What follows belongs to an exercise in optimizing a design on an open flow for small area; a production flow would make more cautious choices. Function was checked by simulation only, so behaviour that the tests miss may differ from the original. Power is estimated from default activity; no workload was simulated.

// ram
module ram
(
	input  logic        clk,
	input  logic        rst,
	input  logic [9:0]  addr,
	input  logic        cs,
	input  logic [31:0] in,
	input  logic        write_w,
	input  logic        write_h,
	input  logic        write_b,
	output logic [31:0] out,
	output logic        data_rdy
);
==> flow/config.mk <==
export PLATFORM = sky130hd
export DESIGN_NAME = ram
export DESIGN_NICKNAME = ram
export VERILOG_FILES = /design/flow/design.v
export SDC_FILE = /design/flow/constraint.sdc
export NUM_CORES = 4
export LEC_CHECK = 0
export CAP_MARGIN = 35
export CORE_MARGIN = 2
export CORE_UTILIZATION = 50
export PLACE_DENSITY = 0.6
export SLEW_MARGIN = 35
export SYNTH_HIERARCHICAL = 1
==> flow/constraint.sdc <==
create_clock -name core_clock -period 10.0 [get_ports {clk}]
set_input_delay 2.0000 -clock core_clock [delete_from_list [all_inputs] [get_ports {clk}]]
set_output_delay 2.0000 -clock core_clock [all_outputs]
set_load 0.01 [all_outputs]
standard.sh (not shown) runs the stock make flow with config.mk's settings and CLKGATE_MAP_FILE= SYNTH_SCRIPT=/design/flow/synth_recipe.tcl, a recipe that flattens the netlist after the stock synthesis.
==> flow/flow/run.sh <==
#!/bin/bash
# The standard layout (standard.sh, unchanged synthesis, floorplan, power
# grid, placement and routing), with two changes to how it is built:
#  - clock tree: 8x clock buffers on clusters of up to 16 flip-flops within
#    60 um, and no dummy loads for level balancing
#  - port buffers: buf_2 on every input and output port
# Each ORFS step writes its full log under orfs/logs/; make's own output goes
# to standard.log in this folder.
set -euo pipefail
export CTS_ARGS="-sink_clustering_enable -repair_clock_nets -buf_list sky130_fd_sc_hd__clkbuf_8 -sink_clustering_size 16 -sink_clustering_max_diameter 60 -dont_use_dummy_load"
export BUFFER_PORTS_ARGS="-buffer_cell sky130_fd_sc_hd__buf_2"
bash standard.sh > standard.log 2>&1
The first run produced a clean layout.
Change:
==> flow/run.sh (new file) <==
#!/bin/bash
# synth_recipe.tcl (not shown) runs the flow's synth.tcl, then flattens the netlist and writes it again
# the make line also repeats each setting of config.mk as NAME=value (left out here)
make -C /OpenROAD-flow-scripts/flow DESIGN_CONFIG=/design/flow/config.mk WORK_HOME=/design/flow/orfs CLKGATE_MAP_FILE= SYNTH_SCRIPT=/design/flow/synth_recipe.tcl finish
CAP_MARGIN = 20   (was 35)
CTS_BUF_LIST = sky130_fd_sc_hd__clkbuf_8   (was unset)
CTS_CLUSTER_DIAMETER = 50   (was unset)
CTS_CLUSTER_SIZE = 14   (was unset)
SLEW_MARGIN = 20   (was 35)
removed: flow/flow/run.sh
removed: flow/standard.sh
What happened: Wire length climbs by 0.89%; synthesized area stays the same; fmax is lower by 9.7%; combinational power fell by about 0.8%; cell count rises by 1.4%; power is higher by 7.2%; hold slack is worse by 0.022 ns.

* * *

Another version of the RTL of ram (not shown whole).
Size: ~23000 cells after synthesis.
clock: 10.0 ns
lec_check: 0
cap_margin: 35
core_margin: 2
core_utilization: 50
place_density: 0.6
slew_margin: 35
synth_hierarchical: 1
==> flow/flow/run.sh <==
#!/bin/bash
# The standard layout (standard.sh, unchanged synthesis, floorplan, power
# grid, placement and routing), with two changes to how it is built:
#  - clock tree: 8x clock buffers on clusters of up to 16 flip-flops within
#    60 um, and no dummy loads for level balancing
#  - port buffers: buf_2 on every input and output port
# Each ORFS step writes its full log under orfs/logs/; make's own output goes
# to standard.log in this folder.
set -euo pipefail
export CTS_ARGS="-sink_clustering_enable -repair_clock_nets -buf_list sky130_fd_sc_hd__clkbuf_8 -sink_clustering_size 16 -sink_clustering_max_diameter 60 -dont_use_dummy_load"
export BUFFER_PORTS_ARGS="-buffer_cell sky130_fd_sc_hd__buf_2"
bash standard.sh > standard.log 2>&1
Change:
--- a/flow/config.mk
+++ b/flow/config.mk
@@ -9,4 +9,4 @@
 export CORE_MARGIN = 2
-export CORE_UTILIZATION = 50
-export PLACE_DENSITY = 0.6
+export CORE_UTILIZATION = 55
+export PLACE_DENSITY = 0.66
 export SLEW_MARGIN = 35
Result:
- combinational power barely changes
- final area hardly moves
- clock-buffer cell count decreases by 7
- cell count decreases by 2.3%
- area after synthesis does not change
- global-route usage increases by 1.6 points
- core utilization increases by 5.2 points
- power hardly moves

==> what the ideal ports hide <==
How much do the figures lean on ideal ports? The routed layouts below were timed once more, with nothing changed but the port constraints. Step 1 assumes that a clkbuf_16 drives the clock port and a buf_2 every other input. Step 2 times the ports against the registers' clock, not the clock port: input delays grow and output delays shrink by t, the midpoint of the rising clock arrivals with the driver on. Slacks: no drivers / after step 1 / after step 2; pairs: no drivers / after step 1.
run	shift t [ns]	setup WS [ns]	worst setup path at the end
the first run of note 1	1.389	3.177 / 3.243 / 1.853	input to register
the second run of note 1	1.421	2.442 / 2.478 / 1.057	input to register
the first run of note 2	1.382	3.239 / 3.271 / 1.889	input to register
the second run of note 2	1.373	3.005 / 3.093 / 1.721	input to register
After both steps setup and hold are still met in every run listed. The setup slack of the second run of note 1, which loses most, moves by +0.036 ns with the drivers and by -1.385 ns with both steps.
